What follows belongs to an exercise in optimizing a design on an open flow for small area, a short achievable clock period and few clock cycles per item; a production flow would make more cautious choices.
In this exercise RTL edits were held to simulation tests only and were not proved equivalent to the original.
Power figures rest on the tool's default switching activity, not on a simulated workload.

Setup of north:
==> flow/design.v <==
`timescale 1ns / 1ps
`default_nettype none
package mst_pkg;
  localparam int NUM_SLOTS = 8;
  localparam logic [3:0] OP_TICK = 4'd0, OP_ADD = 4'd1, OP_REMOVE = 4'd2,
    OP_START_ALL = 4'd3, OP_START_ONE = 4'd4, OP_START_FIRE = 4'd5, OP_STOP_ALL = 4'd6,
    OP_STOP_ONE = 4'd7, OP_CALL = 4'd8, OP_FORCE = 4'd9, OP_QUERY = 4'd10;
  localparam logic [1:0] ST_OK = 2'd0;
  localparam logic [1:0] ST_NOT_FOUND = 2'd1;
  localparam logic [1:0] ST_FULL = 2'd2;
  localparam logic [1:0] ST_CHANGED = 2'd3;
  localparam logic [1:0] MODE_ONCE = 2'd0;
  localparam logic [1:0] MODE_COUNTED = 2'd1;
endpackage
`default_nettype wire
`timescale 1ns / 1ps
`default_nettype none
module mst_cy #(parameter int W = 32, parameter bit CI = 1'b0) (
  input  wire logic [W-1:0] a,
  input  wire logic [W-1:0] b,
  output logic              co
);
  logic [2*W-1:1] g, p;
  for (genvar i = 0; i < W; i++) begin : g_leaf
    if (i == 0) begin : g_cin
      if (CI) begin : g_one
        assign g[W] = a[0] | b[0];
      end else begin : g_zero
        assign g[W] = a[0] & b[0];
      end
      assign p[W] = 1'b0;
    end else begin : g_bit
      assign g[W+i] = a[i] & b[i];
      assign p[W+i] = a[i] | b[i];
    end
  end
  for (genvar i = W - 1; i >= 1; i--) begin : g_node
    assign g[i] = g[2*i+1] | (p[2*i+1] & g[2*i]);
    assign p[i] = p[2*i+1] & p[2*i];
  end
  assign co = g[1];
endmodule
module mst_cell (
  input  wire logic        clk,
  input  wire logic        vp,         
  input  wire logic [7:0]  event_id,
  input  wire logic [31:0] now,
  input  wire logic [31:0] nnow,       
  input  wire logic [31:0] new_interval,
  input  wire logic [1:0]  new_mode,
  input  wire logic [15:0] new_limit_n,   
  input  wire logic        new_enable,
  input  wire logic        clear_count,
  input  wire logic        t_tick,
  input  wire logic        t_add,
  input  wire logic        t_start_all,
  input  wire logic        t_stop_all,
  input  wire logic        t_start_one,
  input  wire logic        t_start_fire,
  input  wire logic        t_stop_one,
  input  wire logic        t_call,
  input  wire logic        app,        
  output logic             hit,
  output logic             due,
  output logic [7:0]       id,
  output logic [31:0]      ival,
  output logic [1:0]       mode,
  output logic             en,
  output logic [31:0]      lt,
  output logic [15:0]      cnt
);
  logic [15:0] limn;
  logic [15:0] cinc;
  logic dis, addh, tk, inc, clr0;
  logic [31:0] sn, m;
  logic c1n, ctn, ge_c;
  assign sn = nnow ^ lt ^ ival;
  assign m  = (nnow & lt) | (nnow & ival) | (lt & ival);
  mst_cy #(.W(32), .CI(1'b0)) u_c1 (.a(nnow), .b(lt), .co(c1n));
  mst_cy #(.W(32), .CI(1'b0)) u_ct (.a(sn), .b({m[30:0], 1'b0}), .co(ctn));
  mst_cy #(.W(16), .CI(1'b1)) u_cl (.a(cinc), .b(limn), .co(ge_c));
  assign hit  = vp && (id == event_id);
  assign due  = vp && en && !(m[31] ^ ctn ^ c1n);
  assign cinc = cnt + 16'd1;
  assign dis  = (mode == mst_pkg::MODE_ONCE) || (mode == mst_pkg::MODE_COUNTED && ge_c);
  assign addh = t_add && (hit || app);
  assign tk   = t_tick && due;
  assign inc  = ((t_start_fire || t_call) && hit) || (tk && !dis);
  assign clr0 = addh || t_stop_all || (t_stop_one && hit && clear_count) || (tk && dis);
  always_ff @(posedge clk) begin
    if (app) id <= event_id;
    if (addh) begin
      ival <= new_interval;
      mode <= new_mode;
      limn <= new_limit_n;
    end
    if (addh || t_start_all || ((t_start_one || t_start_fire) && hit) ||
        (t_call && hit && en) || tk)
      lt <= now;
    if (addh) en <= (hit && en) || new_enable;
    else if (tk) en <= !dis;
    else if (t_start_all || ((t_start_one || t_start_fire) && hit)) en <= 1'b1;
    else if (t_stop_all || (t_stop_one && hit)) en <= 1'b0;
    if (inc) cnt <= cinc;
    else if (clr0) cnt <= 16'd0;
  end
endmodule
`default_nettype wire
`timescale 1ns / 1ps
`default_nettype none
import mst_pkg::*;
module multi_slot_interval_timer (
  input  wire logic        clk,
  input  wire logic        rst,
  input  wire logic        start,
  output logic             busy,
  input  wire logic [3:0]  opcode,
  input  wire logic [7:0]  event_id,
  input  wire logic [31:0] now,
  input  wire logic [31:0] new_interval,
  input  wire logic [1:0]  new_mode,
  input  wire logic [15:0] new_limit,
  input  wire logic        new_enable,
  input  wire logic        clear_count,
  output logic             strobe,
  output logic             kind,
  output logic [1:0]       status,
  output logic [7:0]       fired_id,
  output logic [31:0]      fire_time,
  output logic [15:0]      fire_count,
  output logic [31:0]      slot_interval,
  output logic [1:0]       slot_mode,
  output logic             slot_enabled,
  output logic             last
);
  localparam int N = NUM_SLOTS;
  logic acc;
  logic t_tick, t_add, t_remove, t_start_all, t_start_one, t_start_fire, t_stop_all;
  logic t_stop_one, t_call, t_force, t_query, t_item;
  logic [N-1:0] vp;           
  logic [N-1:0] rem;          
  logic [N-1:0] show;         
  logic [N-1:0] hitv, duev, appv, freev, src, first;
  logic found, full;
  logic [7:0]  s_id   [N];
  logic [31:0] s_ival [N];
  logic [1:0]  s_mode [N];
  logic        s_en   [N];
  logic [31:0] s_lt   [N];
  logic [15:0] s_cnt  [N];
  logic [N-1:0] ord [N];
  logic         bef [N][N];
  assign busy = |rem;
  assign acc = start && !busy && !rst;
  assign t_tick       = acc && opcode == OP_TICK;
  assign t_add        = acc && opcode == OP_ADD;
  assign t_remove     = acc && opcode == OP_REMOVE;
  assign t_start_all  = acc && opcode == OP_START_ALL;
  assign t_start_one  = acc && opcode == OP_START_ONE;
  assign t_start_fire = acc && opcode == OP_START_FIRE;
  assign t_stop_all   = acc && opcode == OP_STOP_ALL;
  assign t_stop_one   = acc && opcode == OP_STOP_ONE;
  assign t_call       = acc && opcode == OP_CALL;
  assign t_force      = acc && opcode == OP_FORCE;
  assign t_query      = acc && opcode == OP_QUERY;
  assign t_item       = acc && opcode != OP_TICK && opcode <= OP_QUERY;
  for (genvar g = 0; g < N; g++) begin : g_cell
    mst_cell u_cell (
      .clk(clk), .vp(vp[g]), .event_id(event_id), .now(now), .nnow(~now), .new_interval(new_interval),
      .new_mode(new_mode), .new_limit_n(~new_limit), .new_enable(new_enable),
      .clear_count(clear_count), .t_tick(t_tick), .t_add(t_add),
      .t_start_all(t_start_all), .t_stop_all(t_stop_all), .t_start_one(t_start_one),
      .t_start_fire(t_start_fire), .t_stop_one(t_stop_one), .t_call(t_call),
      .app(appv[g]), .hit(hitv[g]), .due(duev[g]), .id(s_id[g]), .ival(s_ival[g]),
      .mode(s_mode[g]), .en(s_en[g]), .lt(s_lt[g]), .cnt(s_cnt[g]));
  end
  assign found = |hitv;
  assign full  = &vp;
  always_comb begin
    freev = '0;
    for (int i = N - 1; i >= 0; i--) if (!vp[i]) freev = N'(1) << i;
  end
  assign appv = (t_add && !found) ? freev : '0;
  always_comb begin
    for (int p = 0; p < N; p++)
      for (int q = 0; q < N; q++)
        bef[q][p] = (q < p) ? ord[q][p] : (q > p) ? !ord[p][q] : 1'b0;
    src = t_tick ? duev : rem;
    for (int p = 0; p < N; p++) begin
      first[p] = src[p];
      for (int q = 0; q < N; q++) if (bef[q][p] && src[q]) first[p] = 1'b0;
    end
  end
  always_ff @(posedge clk) begin
    if (rst) begin
      vp <= '0;
      rem <= '0;
      strobe <= 1'b0;
    end else begin
      vp <= (vp | appv) & ~(t_remove ? hitv : '0);
      rem <= src & ~first;
      strobe <= t_item || (|src);
    end
  end
  always_ff @(posedge clk) begin
    for (int p = 0; p < N; p++)
      if (appv[p])
        for (int q = 0; q < N; q++) begin
          if (q < p) ord[q][p] <= 1'b1;
          if (q > p) ord[p][q] <= 1'b0;
        end
  end
  logic [7:0] rid;
  logic [31:0] rnow;
  logic ftnow;
  always_ff @(posedge clk) begin
    rnow <= now;
    show <= first | ((t_add || t_start_one || t_start_fire || t_stop_one || t_call ||
                      t_force || t_query) ? (hitv | appv) : '0);
    kind <= (|src) || ((t_start_fire || t_call || t_force) && found);
    if (!t_item) status <= ST_OK;
    else if (t_add) status <= found ? ST_CHANGED : (full ? ST_FULL : ST_OK);
    else status <= (found || t_start_all || t_stop_all) ? ST_OK : ST_NOT_FOUND;
    rid <= (t_item && !t_start_all && !t_stop_all) ? event_id : 8'd0;
    ftnow <= (t_call || t_force) && found;
  end
  assign last = !busy;
  always_comb begin
    fired_id = rid;
    fire_time = ftnow ? rnow : 32'd0;
    fire_count = '0;
    slot_interval = '0;
    slot_mode = '0;
    slot_enabled = 1'b0;
    for (int p = 0; p < N; p++) begin
      fired_id |= show[p] ? s_id[p] : 8'd0;
      fire_time |= (show[p] && !ftnow) ? s_lt[p] : 32'd0;
      fire_count |= show[p] ? s_cnt[p] : 16'd0;
      slot_interval |= show[p] ? s_ival[p] : 32'd0;
      slot_mode |= show[p] ? s_mode[p] : 2'd0;
      slot_enabled |= show[p] && s_en[p];
    end
  end
endmodule
`default_nettype wire
clock: 7.0 ns
lec_check: 0
cap_margin: 20
core_margin: 2
core_utilization: 60
cts_buf_list: sky130_fd_sc_hd__clkbuf_8
cts_cluster_size: 20
setup_slack_margin: 3.0
slew_margin: 20
synth_hierarchical: 1
tns_end_percent: 0
standard.sh (not shown) runs the stock make flow with config.mk's settings and CLKGATE_MAP_FILE= SYNTH_SCRIPT=/design/flow/synth_recipe.tcl, a recipe that flattens the netlist after the stock synthesis.
==> flow/flow/run.sh <==
#!/bin/bash
# The standard layout, with the port buffers made of buf_2 cells instead of the
# cell buffer_ports picks by default (a clkdlybuf4s50, slow and larger).
set -o pipefail
export BUFFER_PORTS_ARGS="-buffer_cell sky130_fd_sc_hd__buf_2"
cp standard.sh standard_copy.log 2>/dev/null
bash standard.sh > standard.log 2>&1
north reached the end of the flow, and the finished layout is clean on the timing, design-rule and antenna checks.
Testbench counts of north, summed over its fixed seeds: cycles 4,048, commands 3,200.
Input-level comparison between middle and north:
--- a/flow/design.v
+++ b/flow/design.v
@@ -39,6 +39,14 @@
     assign p[i] = p[2*i+1] & p[2*i];
   end
   assign co = g[1];
+endmodule
+module mst_sel (
+  input  wire logic s,
+  input  wire logic a,
+  input  wire logic b,
+  output logic      y
+);
+  assign y = s ? b : a;
 endmodule
 module mst_cell (
   input  wire logic        clk,
@@ -71,7 +79,7 @@
 );
   logic [15:0] limn;
   logic [15:0] cinc;
-  logic dis, addh, tk, inc, clr0;
+  logic dis, addh;
   logic [31:0] sn, m;
   logic c1n, ctn, ge_c;
   assign sn = nnow ^ lt ^ ival;
@@ -79,30 +87,38 @@
   mst_cy #(.W(32), .CI(1'b0)) u_c1 (.a(nnow), .b(lt), .co(c1n));
   mst_cy #(.W(32), .CI(1'b0)) u_ct (.a(sn), .b({m[30:0], 1'b0}), .co(ctn));
   mst_cy #(.W(16), .CI(1'b1)) u_cl (.a(cinc), .b(limn), .co(ge_c));
+  logic x, k, lt_e, en_e, cnt_e, lt_we, en_we, cnt_we, inc_e;
+  assign x    = !(m[31] ^ c1n);
+  assign k    = t_tick && vp && en;
+  mst_sel u_due (.s(ctn), .a(vp && en && x), .b(vp && en && !x), .y(due));
   assign hit  = vp && (id == event_id);
-  assign due  = vp && en && !(m[31] ^ ctn ^ c1n);
   assign cinc = cnt + 16'd1;
   assign dis  = (mode == mst_pkg::MODE_ONCE) || (mode == mst_pkg::MODE_COUNTED && ge_c);
   assign addh = t_add && (hit || app);
-  assign tk   = t_tick && due;
-  assign inc  = ((t_start_fire || t_call) && hit) || (tk && !dis);
-  assign clr0 = addh || t_stop_all || (t_stop_one && hit && clear_count) || (tk && dis);
-  always_ff @(posedge clk) begin
-    if (app) id <= event_id;
+  assign inc_e = (t_start_fire || t_call) && hit;
+  assign lt_e  = addh || t_start_all || ((t_start_one || t_start_fire) && hit) ||
+                 (t_call && hit && en);
+  assign en_e  = addh || t_start_all || t_stop_all ||
+                 ((t_start_one || t_start_fire || t_stop_one) && hit);
+  assign cnt_e = inc_e || addh || t_stop_all || (t_stop_one && hit && clear_count);
+  mst_sel u_lt  (.s(ctn), .a(lt_e  || (k && x)), .b(lt_e  || (k && !x)), .y(lt_we));
+  mst_sel u_en  (.s(ctn), .a(en_e  || (k && x)), .b(en_e  || (k && !x)), .y(en_we));
+  mst_sel u_cnt (.s(ctn), .a(cnt_e || (k && x)), .b(cnt_e || (k && !x)), .y(cnt_we));
+  logic en_d;
+  logic [15:0] cnt_d;
+  assign en_d  = addh ? ((hit && en) || new_enable) :
+                 t_tick ? !dis : (t_start_all || ((t_start_one || t_start_fire) && hit));
+  assign cnt_d = (inc_e || (t_tick && !dis)) ? cinc : 16'd0;
+  always_ff @(posedge clk) begin
+    if (t_add && app) id <= event_id;
     if (addh) begin
       ival <= new_interval;
       mode <= new_mode;
       limn <= new_limit_n;
     end
-    if (addh || t_start_all || ((t_start_one || t_start_fire) && hit) ||
-        (t_call && hit && en) || tk)
-      lt <= now;
-    if (addh) en <= (hit && en) || new_enable;
-    else if (tk) en <= !dis;
-    else if (t_start_all || ((t_start_one || t_start_fire) && hit)) en <= 1'b1;
-    else if (t_stop_all || (t_stop_one && hit)) en <= 1'b0;
-    if (inc) cnt <= cinc;
-    else if (clr0) cnt <= 16'd0;
+    if (lt_we) lt <= now;
+    if (en_we) en <= en_d;
+    if (cnt_we) cnt <= cnt_d;
   end
 endmodule
 `default_nettype wire
@@ -171,7 +187,7 @@
       .clear_count(clear_count), .t_tick(t_tick), .t_add(t_add),
       .t_start_all(t_start_all), .t_stop_all(t_stop_all), .t_start_one(t_start_one),
       .t_start_fire(t_start_fire), .t_stop_one(t_stop_one), .t_call(t_call),
-      .app(appv[g]), .hit(hitv[g]), .due(duev[g]), .id(s_id[g]), .ival(s_ival[g]),
+      .app(freev[g]), .hit(hitv[g]), .due(duev[g]), .id(s_id[g]), .ival(s_ival[g]),
       .mode(s_mode[g]), .en(s_en[g]), .lt(s_lt[g]), .cnt(s_cnt[g]));
   end
   assign found = |hitv;
## What came out
When middle is set beside north, its all-layer global routing usage turns out to be 1.4 points larger. Maximum operating frequency: middle vs north down about 0.6%. Compared with north, middle shows number of buffers and inverters on the critical path lower by 4. Going from north to middle, met1 demand-to-capacity share in global routing increased by 4.4 points relative to the old numbers, cell area after technology mapping went up by 2.6%, number of cells on the critical path went down 10, vertical extent of the die grew by about 1.3%, sequential share of layout area went down. north → middle: area share of buffers outside the clock network about even, total design power rose 3.8%, final area rose 3.4%. Area growth from synthesis to layout for middle is higher than for north. Comparing middle and north, worst setup slack is higher on north.
Testbench counts of middle, summed over its fixed seeds: cycles 4,048, commands 3,200.

## static timing again, ports no longer ideal
The results above use ideal ports. As a check the final layouts listed here were re-extracted and re-timed, cells and wires unchanged.
Step 1 (the two cells are an assumption about what drives the block):
set clk [get_ports {clk}]
set_driving_cell -lib_cell sky130_fd_sc_hd__clkbuf_16 $clk
set_driving_cell -lib_cell sky130_fd_sc_hd__buf_2 [delete_from_list [all_inputs] $clk]
Step 2 moves the port delays by t, midway between the first and last clock arrival at a register: inputs arrive t later, outputs are due t later. That takes back most of the time a late clock gives input paths.
Slacks: ideal ports / drivers / drivers and shift; pairs: ideal ports / drivers.
run | t (ns) | setup WS [ns] | worst setup path after step 2 | latest minus earliest clock arrival (ns)
north | 0.932 | 2.253 / 2.303 / 1.371 | input to register | 0.050 / 0.050
middle | 0.972 | 2.224 / 2.150 / 1.298 | input to register | 0.047 / 0.047
After both steps setup and hold are still met in every run listed. The setup slack of middle, which loses most, moves by -0.074 ns with the drivers and by -0.926 ns with both steps.
